Background: an optimization exercise with open tools, aiming at small area, a short achievable clock period and few clock cycles. Do not read the settings as production practice.
RTL that was checked went through simulation tests only; none was proved equivalent to the original.

==> trial 27: inputs <==
==> flow/design.v <==
package smdv_pkg;
  localparam int DIMS_DEF       = 39;
  localparam int MAX_FRAMES_DEF = 1024;
endpackage
module smdv_top (
  input  logic        clk_i,
  input  logic        rst_ni,
  input  logic        start_i,
  input  logic [17:0] in_i,
  output logic        busy_o,
  output logic        out_valid_o,
  output logic [55:0] out_o
);
  localparam int D  = 39;
  localparam int L  = 29;    
  function automatic logic [10:0] dstep(input logic [9:0] rem, input logic b,
                                        input logic [10:0] dv);
    logic [10:0] t;
    logic [11:0] df;
    t  = {rem, b};
    df = {1'b0, t} - {1'b0, dv};
    dstep = df[11] ? {1'b0, t[9:0]} : {1'b1, df[9:0]};
  endfunction
  logic        busy_q;
  logic        c_vld_q;
  logic [1:0]  c_mode_q;
  logic [15:0] c_val_q;
  logic [5:0]  hd_q, pos_q, sw_q, rt_q, od_q;
  logic [6:0]  rb_q, rb_d;
  logic [10:0] n_q;
  logic        drop_q;
  logic        a_vld_q;
  logic [15:0] a_v_q;
  logic        acc, full, al, c_push, c_rpt, c_clr, c_spr;
  logic        push_add, push_drop, rpt_go, c_done, c_stall;
  logic [5:0]  hd_nx, pos_inc, hd_d, pos_d, sw_d, rt_d, hd_d_nx;
  logic [10:0] n_d;
  logic        drop_d, c_vld_d, busy_d, al_d;
  logic [1:0]  c_mode_d;
  assign acc       = start_i & ~busy_q;
  assign hd_nx     = (hd_q == 6'd38) ? 6'd0 : hd_q + 6'd1;
  assign pos_inc   = (pos_q == 6'd38) ? 6'd0 : pos_q + 6'd1;
  assign full      = n_q[10];
  assign c_push    = c_vld_q & (c_mode_q == 2'd0);
  assign c_rpt     = c_vld_q & (c_mode_q == 2'd1);
  assign c_clr     = c_vld_q & (c_mode_q == 2'd2);
  assign c_spr     = c_vld_q & (c_mode_q == 2'd3);
  assign al        = (hd_nx == pos_q);
  assign push_add  = c_push & ~full & al;
  assign push_drop = c_push & full;
  assign rpt_go    = c_rpt & (sw_q == 6'd0) & (hd_nx == 6'd0);
  assign c_done    = push_add | push_drop | rpt_go | c_clr | c_spr;
  assign c_stall   = c_vld_q & ~c_done;
  assign hd_d   = c_clr ? 6'd38 : hd_nx;
  assign pos_d  = c_clr ? 6'd0 : (push_add | push_drop) ? pos_inc : pos_q;
  assign n_d    = c_clr ? 11'd0 : (push_add && pos_q == 6'd38) ? n_q + 11'd1 : n_q;
  assign drop_d = c_clr ? 1'b0 : (push_drop | drop_q);
  assign sw_d   = c_clr ? 6'd39 : (sw_q != 6'd0) ? sw_q - 6'd1 : 6'd0;
  assign rt_d   = rpt_go ? 6'd39 : (rt_q != 6'd0) ? rt_q - 6'd1 : 6'd0;
  assign rb_d   = rpt_go ? 7'(L + 38) : (rb_q != 7'd0) ? rb_q - 7'd1 : 7'd0;
  assign c_vld_d  = acc | c_stall;
  assign c_mode_d = acc ? in_i[17:16] : c_mode_q;
  assign hd_d_nx  = (hd_d == 6'd38) ? 6'd0 : hd_d + 6'd1;
  assign al_d     = (hd_d_nx == pos_d);
  assign busy_d   = (rb_d != 7'd0)
                  | (c_vld_d & (c_mode_d == 2'd1))
                  | (c_vld_d & (c_mode_d == 2'd0) & ~n_d[10] & ~al_d);
  always_ff @(posedge clk_i or negedge rst_ni) begin
    if (!rst_ni) begin
      busy_q   <= 1'b0;
      c_vld_q  <= 1'b0;
      c_mode_q <= 2'd0;
      hd_q     <= 6'd37;
      pos_q    <= 6'd0;
      sw_q     <= 6'd39;
      rb_q     <= 7'd0;
      rt_q     <= 6'd0;
      n_q      <= 11'd0;
      drop_q   <= 1'b0;
      a_vld_q  <= 1'b0;
    end else begin
      busy_q   <= busy_d;
      c_vld_q  <= c_vld_d;
      c_mode_q <= c_mode_d;
      hd_q     <= hd_d;
      pos_q    <= pos_d;
      sw_q     <= sw_d;
      rb_q     <= rb_d;
      rt_q     <= rt_d;
      n_q      <= n_d;
      drop_q   <= drop_d;
      a_vld_q  <= push_add;
    end
  end
  logic signed [7:0]  vh;
  logic        [7:0]  vl;
  logic        [14:0] a_hh_q;
  logic signed [16:0] a_hl_q;
  logic        [15:0] a_ll_q;
  assign vh = c_val_q[15:8];
  assign vl = c_val_q[7:0];
  always_ff @(posedge clk_i) begin
    if (acc) c_val_q <= in_i[15:0];
    a_v_q  <= c_val_q;
    a_hh_q <= 15'(vh * vh);
    a_hl_q <= 17'(vh * signed'({1'b0, vl}));
    a_ll_q <= vl * vl;
  end
  logic signed [25:0] s1r [D];
  logic [40:0]        s2r [D];
  logic               zero;
  assign zero = (sw_q != 6'd0);
  always_ff @(posedge clk_i) begin
    for (int i = 0; i < D - 1; i++) begin
      s1r[i] <= s1r[i+1];
      s2r[i] <= s2r[i+1];
    end
    s1r[D-1] <= (zero ? 26'sd0 : s1r[0])
              + (a_vld_q ? {{10{a_v_q[15]}}, a_v_q} : 26'd0);
    s2r[D-1] <= (zero ? 41'd0 : s2r[0])
              + (a_vld_q ? {10'd0, a_hh_q, a_ll_q} : 41'd0)
              + (a_vld_q ? {{15{a_hl_q[16]}}, a_hl_q, 9'd0} : 41'd0);
  end
  localparam int PZ = 9;           
  localparam int PY = 10;          
  localparam int PV = 11;          
  localparam int NV = 16;          
  localparam int PF = PV + NV;     
  logic [L:1] pv_q;
  always_ff @(posedge clk_i or negedge rst_ni) begin
    if (!rst_ni) pv_q <= '0;
    else         pv_q <= {pv_q[L-1:1], (rt_q != 6'd0)};
  end
  localparam int NC = 8;
  logic [10:0] nc_q [0:NC-1];
  always_ff @(posedge clk_i) begin
    nc_q[0] <= n_q;
    for (int i = 1; i < NC; i++) nc_q[i] <= nc_q[i-1];
  end
  function automatic int ncopy(input int p);
    ncopy = (p < 2) ? 0 : (p < 5) ? 1 : (p < 9) ? 2 : (p < 13) ? 3
          : (p < 17) ? 4 : (p < 21) ? 5 : (p < 25) ? 6 : 7;
  endfunction
  logic signed [25:0] t0;
  logic [11:0]        bh;
  logic               unf0, ovf0;
  logic [10:0]        st0a;
  assign t0   = s1r[0];
  assign bh   = {{2{t0[25]}}, t0[25:16]} + {1'b0, nc_q[0]};
  assign unf0 = bh[11];
  assign ovf0 = ~bh[11] & ({1'b0, bh[10:1]} >= nc_q[0]);
  assign st0a = dstep(bh[10:1], bh[0], nc_q[0]);
  logic [9:0]  mr_q [1:PZ];
  logic [16:0] mq_q [1:PZ];
  logic        unf_q [1:PF];
  logic        ovf_q [1:PF];
  always_ff @(posedge clk_i) begin
    mr_q[1]  <= st0a[9:0];
    mq_q[1]  <= {st0a[10], 16'd0};
    unf_q[1] <= unf0;
    ovf_q[1] <= ovf0;
  end
  for (genvar s = 1; s <= 8; s++) begin : g_mean
    logic [25:0] tap;
    logic [10:0] a, b;
    assign tap = s1r[D-s];
    assign a = dstep(mr_q[s], tap[17-2*s], nc_q[ncopy(s)]);
    assign b = dstep(a[9:0],  tap[16-2*s], nc_q[ncopy(s)]);
    always_ff @(posedge clk_i) begin
      mr_q[s+1]  <= b[9:0];
      mq_q[s+1]  <= mq_q[s] | (17'({a[10], b[10]}) << (16 - 2*s));
      unf_q[s+1] <= unf_q[s];
      ovf_q[s+1] <= ovf_q[s];
    end
  end
  logic signed [16:0] mz;
  logic signed [21:0] zl_q, zh_q;
  logic signed [16:0] m_q [PY:PF-1];
  logic [9:0]         r_q [PY:PF-1];
  assign mz = {~mq_q[PZ][16], mq_q[PZ][15:0]};
  always_ff @(posedge clk_i) begin
    zl_q      <= 22'(mz * signed'({1'b0, mr_q[PZ][4:0]}));
    zh_q      <= 22'(mz * signed'({1'b0, mr_q[PZ][9:5]}));
    m_q[PY]   <= mz;
    r_q[PY]   <= mr_q[PZ];
    unf_q[PY] <= unf_q[PZ];
    ovf_q[PY] <= ovf_q[PZ];
  end
  logic signed [41:0] yy;
  logic [31:0] yq_q [PV:PF];
  logic [9:0]  vr_q [PV:PF];
  logic        yn_q [PV:PF];
  assign yy = signed'({1'b0, s2r[D-PY]}) - (42'(zl_q) <<< 1) - (42'(zh_q) <<< 6);
  always_ff @(posedge clk_i) begin
    yq_q[PV]  <= yy[31:0];
    vr_q[PV]  <= yy[41:32];
    yn_q[PV]  <= yy[41];
    m_q[PV]   <= m_q[PY];
    r_q[PV]   <= r_q[PY];
    unf_q[PV] <= unf_q[PY];
    ovf_q[PV] <= ovf_q[PY];
  end
  for (genvar s = PV; s < PF; s++) begin : g_var
    logic [10:0] a, b;
    assign a = dstep(vr_q[s], yq_q[s][31], nc_q[ncopy(s)]);
    assign b = dstep(a[9:0],  yq_q[s][30], nc_q[ncopy(s)]);
    always_ff @(posedge clk_i) begin
      yq_q[s+1]  <= {yq_q[s][29:0], a[10], b[10]};
      vr_q[s+1]  <= b[9:0];
      yn_q[s+1]  <= yn_q[s];
      unf_q[s+1] <= unf_q[s];
      ovf_q[s+1] <= ovf_q[s];
    end
    if (s < PF - 1) begin : g_mr
      always_ff @(posedge clk_i) begin
        m_q[s+1] <= m_q[s];
        r_q[s+1] <= r_q[s];
      end
    end
  end
  function automatic logic [15:0] mean_sat(input logic signed [16:0] m,
                                            input logic unf, input logic ovf);
    if (unf)                    mean_sat = 16'h8000;
    else if (ovf)               mean_sat = 16'h7fff;
    else if (m > 17'sd32767)    mean_sat = 16'h7fff;
    else if (m < -17'sd32768)   mean_sat = 16'h8000;
    else                        mean_sat = m[15:0];
  endfunction
  logic signed [7:0]  mh;
  logic        [8:0]  ml;
  logic        [4:0]  rh, rl;
  logic        [14:0] p_mhh_q;
  logic signed [16:0] p_mhl_q;
  logic        [17:0] p_mll_q;
  logic        [9:0]  p_rhh_q, p_rhl_q, p_rll_q;
  logic        [15:0] mean_q [PF:PF+1];
  logic               zf_q [PF:PF+1];
  assign mh = m_q[PF-1][16:9];
  assign ml = m_q[PF-1][8:0];
  assign rh = r_q[PF-1][9:5];
  assign rl = r_q[PF-1][4:0];
  always_ff @(posedge clk_i) begin
    p_mhh_q    <= 15'(mh * mh);
    p_mhl_q    <= 17'(mh * signed'({1'b0, ml}));
    p_mll_q    <= ml * ml;
    p_rhh_q    <= rh * rh;
    p_rhl_q    <= rh * rl;
    p_rll_q    <= rl * rl;
    mean_q[PF] <= mean_sat(m_q[PF-1], unf_q[PF-1], ovf_q[PF-1]);
  end
  logic signed [33:0] dd_q, dm_q;
  logic        [19:0] rsq_q;
  logic        [15:0] nxl_q, nxh_q;
  always_ff @(posedge clk_i) begin
    dd_q         <= signed'({2'b0, yq_q[PF]}) - signed'({1'b0, p_mhh_q, p_mll_q})
                  - (34'(p_mhl_q) <<< 10);
    dm_q         <= signed'({2'b0, yq_q[PF]}) - signed'({1'b0, p_mhh_q, p_mll_q})
                  - (34'(p_mhl_q) <<< 10) - 34'sd1;
    rsq_q        <= {p_rhh_q, 10'd0} + {3'd0, p_rhl_q, 6'd0} + {10'd0, p_rll_q};
    nxl_q        <= nc_q[NC-1] * vr_q[PF][4:0];
    nxh_q        <= nc_q[NC-1] * vr_q[PF][9:5];
    zf_q[PF+1]   <= unf_q[PF] | ovf_q[PF] | yn_q[PF];
    mean_q[PF+1] <= mean_q[PF];
  end
  logic               bb;
  logic signed [33:0] vv;
  logic [30:0]        vres;
  assign bb   = ({5'd0, nxl_q} + {nxh_q, 5'd0}) < {1'b0, rsq_q};
  assign vv   = bb ? dm_q : dd_q;
  assign vres = (zf_q[PF+1] | vv[33]) ? 31'd0
              : (vv[32:31] != 2'd0) ? 31'h7fff_ffff : vv[30:0];
  logic        empty;
  logic        ov_q;
  logic [55:0] out_q;
  assign empty = (n_q == 11'd0);
  always_ff @(posedge clk_i or negedge rst_ni) begin
    if (!rst_ni) begin
      ov_q <= 1'b0;
      od_q <= 6'd0;
    end else begin
      ov_q <= pv_q[L-1];
      if (rpt_go)          od_q <= 6'd0;
      else if (pv_q[L-1])  od_q <= od_q + 6'd1;
    end
  end
  always_ff @(posedge clk_i) begin
    if (pv_q[L-1]) begin
      out_q <= {od_q,
                empty ? 16'd0 : mean_q[PF+1],
                empty ? 31'd0 : vres,
                empty, drop_q, (od_q == 6'd38)};
    end
  end
  assign busy_o      = busy_q;
  assign out_valid_o = ov_q;
  assign out_o       = out_q;
endmodule
==> flow/run.sh <==
#!/bin/bash
# synth_recipe.tcl (not shown) runs the flow's synth.tcl, then flattens the netlist and writes it again
# the make line also repeats each setting of config.mk as NAME=value (left out here)
make -C /OpenROAD-flow-scripts/flow DESIGN_CONFIG=/design/flow/config.mk WORK_HOME=/design/flow/orfs CLKGATE_MAP_FILE= SYNTH_SCRIPT=/design/flow/synth_recipe.tcl finish
==> flow/config.mk <==
export PLATFORM = sky130hd
export DESIGN_NAME = smdv_top
export DESIGN_NICKNAME = smdv_top
export VERILOG_FILES = /design/flow/design.v
export SDC_FILE = /design/flow/constraint.sdc
export NUM_CORES = 4
export LEC_CHECK = 0
export CAP_MARGIN = 20
export CORE_MARGIN = 2
export CORE_UTILIZATION = 40
export SLEW_MARGIN = 20
==> flow/constraint.sdc <==
create_clock -name core_clock -period 10.0 [get_ports {clk_i}]
set_input_delay 2.0000 -clock core_clock [delete_from_list [all_inputs] [get_ports {clk_i}]]
set_output_delay 2.0000 -clock core_clock [all_outputs]
set_load 0.01 [all_outputs]
==> trial 4 (differences from trial 27) <==
- SETUP_SLACK_MARGIN: not set -> 5
==> build 78 (differences from trial 27) <==
==> flow/design.v, changed modules only <==
module smdv_top (
  input  logic        clk_i,
  input  logic        rst_ni,
  input  logic        start_i,
  input  logic [17:0] in_i,
  output logic        busy_o,
  output logic        out_valid_o,
  output logic [55:0] out_o
);
  localparam int D  = 39;
  localparam int L  = 29;    
  function automatic logic [10:0] dstep(input logic [9:0] rem, input logic b,
                                        input logic [10:0] dv);
    logic [10:0] t;
    logic [11:0] df;
    t  = {rem, b};
    df = {1'b0, t} - {1'b0, dv};
    dstep = df[11] ? {1'b0, t[9:0]} : {1'b1, df[9:0]};
  endfunction
  logic        busy_q;
  logic        c_vld_q;
  logic [1:0]  c_mode_q;
  logic [15:0] c_val_q;
  logic [5:0]  hd_q, pos_q, dl_q, sw_q, rt_q, od_q;
  logic [6:0]  rb_q;
  logic [10:0] n_q, n1_q;
  logic        drop_q;
  logic        a_vld_q;
  logic [15:0] a_v_q;
  logic        acc, full, al, c_push, c_rpt, c_clr, c_spr, pc, wrap;
  logic        push_add, push_drop, rpt_go, c_done, c_stall;
  logic        c_vld_d, busy_d, al_d, n10_d;
  logic [1:0]  c_mode_d;
  assign acc       = start_i & ~busy_q;
  assign full      = n_q[10];
  assign c_push    = c_vld_q & (c_mode_q == 2'd0);
  assign c_rpt     = c_vld_q & (c_mode_q == 2'd1);
  assign c_clr     = c_vld_q & (c_mode_q == 2'd2);
  assign c_spr     = c_vld_q & (c_mode_q == 2'd3);
  assign al        = (dl_q == 6'd1);
  assign push_add  = c_push & ~full & al;
  assign push_drop = c_push & full;
  assign pc        = push_add | push_drop;
  assign wrap      = push_add & (pos_q == 6'd38);
  assign rpt_go    = c_rpt & (sw_q == 6'd0) & (hd_q == 6'd38);
  assign c_done    = pc | rpt_go | c_clr | c_spr;
  assign c_stall   = c_vld_q & ~c_done;
  assign c_vld_d  = acc | c_stall;
  assign c_mode_d = acc ? in_i[17:16] : c_mode_q;
  assign al_d     = c_clr | (pc ? (dl_q == 6'd1) : (dl_q == 6'd2));
  assign n10_d    = ~c_clr & (wrap ? n1_q[10] : n_q[10]);
  assign busy_d   = rpt_go | (rb_q > 7'd1)
                  | (c_vld_d & (c_mode_d == 2'd1))
                  | (c_vld_d & (c_mode_d == 2'd0) & ~n10_d & ~al_d);
  always_ff @(posedge clk_i or negedge rst_ni) begin
    if (!rst_ni) begin
      busy_q   <= 1'b0;
      c_vld_q  <= 1'b0;
      c_mode_q <= 2'd0;
      hd_q     <= 6'd37;
      pos_q    <= 6'd0;
      dl_q     <= 6'd2;
      sw_q     <= 6'd39;
      rb_q     <= 7'd0;
      rt_q     <= 6'd0;
      n_q      <= 11'd0;
      n1_q     <= 11'd1;
      drop_q   <= 1'b0;
      a_vld_q  <= 1'b0;
    end else begin
      busy_q   <= busy_d;
      c_vld_q  <= c_vld_d;
      c_mode_q <= c_mode_d;
      hd_q     <= c_clr ? 6'd38 : (hd_q == 6'd38) ? 6'd0 : hd_q + 6'd1;
      if (c_clr)   pos_q <= 6'd0;
      else if (pc) pos_q <= (pos_q == 6'd38) ? 6'd0 : pos_q + 6'd1;
      if (c_clr)    dl_q <= 6'd1;
      else if (!pc) dl_q <= (dl_q == 6'd0) ? 6'd38 : dl_q - 6'd1;
      sw_q     <= c_clr ? 6'd39 : (sw_q != 6'd0) ? sw_q - 6'd1 : 6'd0;
      rb_q     <= rpt_go ? 7'(L + 38) : (rb_q != 7'd0) ? rb_q - 7'd1 : 7'd0;
      rt_q     <= rpt_go ? 6'd39 : (rt_q != 6'd0) ? rt_q - 6'd1 : 6'd0;
      if (c_clr)     n_q <= 11'd0;
      else if (wrap) n_q <= n1_q;
      n1_q     <= n_q + 11'd1;
      drop_q   <= ~c_clr & (push_drop | drop_q);
      a_vld_q  <= push_add;
    end
  end
  logic signed [7:0]  vh;
  logic        [7:0]  vl;
  logic        [14:0] a_hh_q;
  logic signed [16:0] a_hl_q;
  logic        [15:0] a_ll_q;
  assign vh = c_val_q[15:8];
  assign vl = c_val_q[7:0];
  always_ff @(posedge clk_i) begin
    if (acc) c_val_q <= in_i[15:0];
    a_v_q  <= c_val_q;
    a_hh_q <= 15'(vh * vh);
    a_hl_q <= 17'(vh * signed'({1'b0, vl}));
    a_ll_q <= vl * vl;
  end
  logic signed [25:0] s1r [D];
  logic [40:0]        s2r [D];
  logic               zero;
  assign zero = (sw_q != 6'd0);
  always_ff @(posedge clk_i) begin
    for (int i = 0; i < D - 1; i++) begin
      s1r[i] <= s1r[i+1];
      s2r[i] <= s2r[i+1];
    end
    s1r[D-1] <= (zero ? 26'sd0 : s1r[0])
              + (a_vld_q ? {{10{a_v_q[15]}}, a_v_q} : 26'd0);
    s2r[D-1] <= (zero ? 41'd0 : s2r[0])
              + (a_vld_q ? {10'd0, a_hh_q, a_ll_q} : 41'd0)
              + (a_vld_q ? {{15{a_hl_q[16]}}, a_hl_q, 9'd0} : 41'd0);
  end
  localparam int PZ = 9;           
  localparam int PY = 10;          
  localparam int PV = 11;          
  localparam int NV = 16;          
  localparam int PF = PV + NV;     
  logic [L:1] pv_q;
  always_ff @(posedge clk_i or negedge rst_ni) begin
    if (!rst_ni) pv_q <= '0;
    else         pv_q <= {pv_q[L-1:1], (rt_q != 6'd0)};
  end
  localparam int NC = 8;
  logic [10:0] nc_q [0:NC-1];
  always_ff @(posedge clk_i) begin
    nc_q[0] <= n_q;
    for (int i = 1; i < NC; i++) nc_q[i] <= nc_q[i-1];
  end
  function automatic int ncopy(input int p);
    ncopy = (p < 2) ? 0 : (p < 5) ? 1 : (p < 9) ? 2 : (p < 13) ? 3
          : (p < 17) ? 4 : (p < 21) ? 5 : (p < 25) ? 6 : 7;
  endfunction
  logic signed [25:0] t0;
  logic [11:0]        bh;
  logic               unf0, ovf0;
  logic [10:0]        st0a;
  assign t0   = s1r[0];
  assign bh   = {{2{t0[25]}}, t0[25:16]} + {1'b0, nc_q[0]};
  assign unf0 = bh[11];
  assign ovf0 = ~bh[11] & ({1'b0, bh[10:1]} >= nc_q[0]);
  assign st0a = dstep(bh[10:1], bh[0], nc_q[0]);
  logic [9:0]  mr_q [1:PZ];
  logic [16:0] mq_q [1:PZ];
  logic        unf_q [1:PF];
  logic        ovf_q [1:PF];
  always_ff @(posedge clk_i) begin
    mr_q[1]  <= st0a[9:0];
    mq_q[1]  <= {st0a[10], 16'd0};
    unf_q[1] <= unf0;
    ovf_q[1] <= ovf0;
  end
  for (genvar s = 1; s <= 8; s++) begin : g_mean
    logic [25:0] tap;
    logic [10:0] a, b;
    assign tap = s1r[D-s];
    assign a = dstep(mr_q[s], tap[17-2*s], nc_q[ncopy(s)]);
    assign b = dstep(a[9:0],  tap[16-2*s], nc_q[ncopy(s)]);
    always_ff @(posedge clk_i) begin
      mr_q[s+1]  <= b[9:0];
      mq_q[s+1]  <= mq_q[s] | (17'({a[10], b[10]}) << (16 - 2*s));
      unf_q[s+1] <= unf_q[s];
      ovf_q[s+1] <= ovf_q[s];
    end
  end
  logic signed [16:0] mz;
  logic signed [21:0] zl_q, zh_q;
  logic signed [16:0] m_q [PY:PF-1];
  logic [9:0]         r_q [PY:PF-1];
  assign mz = {~mq_q[PZ][16], mq_q[PZ][15:0]};
  always_ff @(posedge clk_i) begin
    zl_q      <= 22'(mz * signed'({1'b0, mr_q[PZ][4:0]}));
    zh_q      <= 22'(mz * signed'({1'b0, mr_q[PZ][9:5]}));
    m_q[PY]   <= mz;
    r_q[PY]   <= mr_q[PZ];
    unf_q[PY] <= unf_q[PZ];
    ovf_q[PY] <= ovf_q[PZ];
  end
  logic signed [41:0] yy;
  logic [31:0] yq_q [PV:PF];
  logic [9:0]  vr_q [PV:PF];
  logic        yn_q [PV:PF];
  assign yy = signed'({1'b0, s2r[D-PY]}) - (42'(zl_q) <<< 1) - (42'(zh_q) <<< 6);
  always_ff @(posedge clk_i) begin
    yq_q[PV]  <= yy[31:0];
    vr_q[PV]  <= yy[41:32];
    yn_q[PV]  <= yy[41];
    m_q[PV]   <= m_q[PY];
    r_q[PV]   <= r_q[PY];
    unf_q[PV] <= unf_q[PY];
    ovf_q[PV] <= ovf_q[PY];
  end
  for (genvar s = PV; s < PF; s++) begin : g_var
    logic [10:0] a, b;
    assign a = dstep(vr_q[s], yq_q[s][31], nc_q[ncopy(s)]);
    assign b = dstep(a[9:0],  yq_q[s][30], nc_q[ncopy(s)]);
    always_ff @(posedge clk_i) begin
      yq_q[s+1]  <= {yq_q[s][29:0], a[10], b[10]};
      vr_q[s+1]  <= b[9:0];
      yn_q[s+1]  <= yn_q[s];
      unf_q[s+1] <= unf_q[s];
      ovf_q[s+1] <= ovf_q[s];
    end
    if (s < PF - 1) begin : g_mr
      always_ff @(posedge clk_i) begin
        m_q[s+1] <= m_q[s];
        r_q[s+1] <= r_q[s];
      end
    end
  end
  function automatic logic [15:0] mean_sat(input logic signed [16:0] m,
                                            input logic unf, input logic ovf);
    if (unf)                    mean_sat = 16'h8000;
    else if (ovf)               mean_sat = 16'h7fff;
    else if (m > 17'sd32767)    mean_sat = 16'h7fff;
    else if (m < -17'sd32768)   mean_sat = 16'h8000;
    else                        mean_sat = m[15:0];
  endfunction
  logic signed [7:0]  mh;
  logic        [8:0]  ml;
  logic        [4:0]  rh, rl;
  logic        [14:0] p_mhh_q;
  logic signed [16:0] p_mhl_q;
  logic        [17:0] p_mll_q;
  logic        [9:0]  p_rhh_q, p_rhl_q, p_rll_q;
  logic        [15:0] mean_q [PF:PF+1];
  logic               zf_q [PF:PF+1];
  assign mh = m_q[PF-1][16:9];
  assign ml = m_q[PF-1][8:0];
  assign rh = r_q[PF-1][9:5];
  assign rl = r_q[PF-1][4:0];
  always_ff @(posedge clk_i) begin
    p_mhh_q    <= 15'(mh * mh);
    p_mhl_q    <= 17'(mh * signed'({1'b0, ml}));
    p_mll_q    <= ml * ml;
    p_rhh_q    <= rh * rh;
    p_rhl_q    <= rh * rl;
    p_rll_q    <= rl * rl;
    mean_q[PF] <= (n_q == 11'd0) ? 16'd0 : mean_sat(m_q[PF-1], unf_q[PF-1], ovf_q[PF-1]);
  end
  logic signed [33:0] dd_q, dm_q;
  logic        [19:0] rsq_q;
  logic        [15:0] nxl_q, nxh_q;
  always_ff @(posedge clk_i) begin
    dd_q         <= signed'({2'b0, yq_q[PF]}) - signed'({1'b0, p_mhh_q, p_mll_q})
                  - (34'(p_mhl_q) <<< 10);
    dm_q         <= signed'({2'b0, yq_q[PF]}) - signed'({1'b0, p_mhh_q, p_mll_q})
                  - (34'(p_mhl_q) <<< 10) - 34'sd1;
    rsq_q        <= {p_rhh_q, 10'd0} + {3'd0, p_rhl_q, 6'd0} + {10'd0, p_rll_q};
    nxl_q        <= nc_q[NC-1] * vr_q[PF][4:0];
    nxh_q        <= nc_q[NC-1] * vr_q[PF][9:5];
    zf_q[PF+1]   <= unf_q[PF] | ovf_q[PF] | yn_q[PF] | (n_q == 11'd0);
    mean_q[PF+1] <= mean_q[PF];
  end
  logic               bb;
  logic signed [33:0] vv;
  logic [30:0]        vres;
  function automatic logic [30:0] clampv(input logic signed [33:0] x, input logic z);
    clampv = (z | x[33]) ? 31'd0 : (x[32:31] != 2'd0) ? 31'h7fff_ffff : x[30:0];
  endfunction
  assign bb   = ({5'd0, nxl_q} + {nxh_q, 5'd0}) < {1'b0, rsq_q};
  assign vres = bb ? clampv(dm_q, zf_q[PF+1]) : clampv(dd_q, zf_q[PF+1]);
  logic        empty;
  logic        ov_q;
  logic [55:0] out_q;
  assign empty = (n_q == 11'd0);
  always_ff @(posedge clk_i or negedge rst_ni) begin
    if (!rst_ni) begin
      ov_q <= 1'b0;
      od_q <= 6'd0;
    end else begin
      ov_q <= pv_q[L-1];
      if (rpt_go)          od_q <= 6'd0;
      else if (pv_q[L-1])  od_q <= od_q + 6'd1;
    end
  end
  always_ff @(posedge clk_i) begin
    out_q <= {od_q, mean_q[PF+1], vres, empty, drop_q, (od_q == 6'd38)};
  end
  assign busy_o      = busy_q;
  assign out_valid_o = ov_q;
  assign out_o       = out_q;
endmodule
- SETUP_SLACK_MARGIN: not set -> 5
==> qor summary <==
item                                                    trial 4        build 78        trial 27
Outcome                                          finished clean  finished clean  finished clean
Share of cells above drive strength 1                    13.14%          12.93%          8.856%
Postcts setup bufs                                          142             157               0
Placed cells                                              17560           17490           17600
Endpoint of the worst setup timing path             vr_q[14][7]     vr_q[14][1]        out_q[5]
# clk buffers                                               586             599             599
Highest metal layer with signal wires                      met4            met5            met4
Slew at the pin with the worst max-slew slack          1.036 ns        1.033 ns        1.017 ns
Vias per Instance                                         4.430           4.383           4.399
Compound-gate portion of the synthesized area            6.449%          6.435%          6.449%
Met2 demand-to-capacity share in global routing          23.13%          22.09%          22.08%
Placed wire-length estimate                      188500 microns  183200 microns  189300 microns
Mean routed wirelength per cell                   14.82 microns   14.58 microns   14.47 microns
Testbench counts of trial 27, summed over its fixed seeds: cycles 16,032.
Testbench counts of trial 4, summed over its fixed seeds: cycles 16,032.
The RTL of build 78 was laid out without a check of its function.

==> re-timing with driven ports <==
How much do the figures lean on ideal ports? The routed layouts below were timed once more, with nothing changed but the port constraints.
Step 1: set_driving_cell puts a clkbuf_16 on clk_i and a buf_2 on each other input, an assumption about the parent block.
Step 2 moves the port delays by t, midway between the first and last clock arrival at a register: inputs arrive t later, outputs are due t later. That takes back most of the time a late clock gives input paths.
a / b / c = ideal ports / drivers / drivers and shift; a / b = the first two.
| run | t, ns | setup WS [ns] | worst hold slack (ns) | worst setup path after step 2 |
|---|---|---|---|---|
| trial 27 | 1.026 | 3.858 / 3.858 / 3.858 | 0.275 / 0.275 / 0.275 | register to register |
| trial 4 | 1.031 | 5.143 / 5.143 / 5.143 | 0.250 / 0.250 / 0.250 | register to register |
| build 78 | 1.024 | 4.995 / 4.995 / 4.995 | 0.265 / 0.265 / 0.265 | register to register |
After both steps every run listed still meets setup and hold.
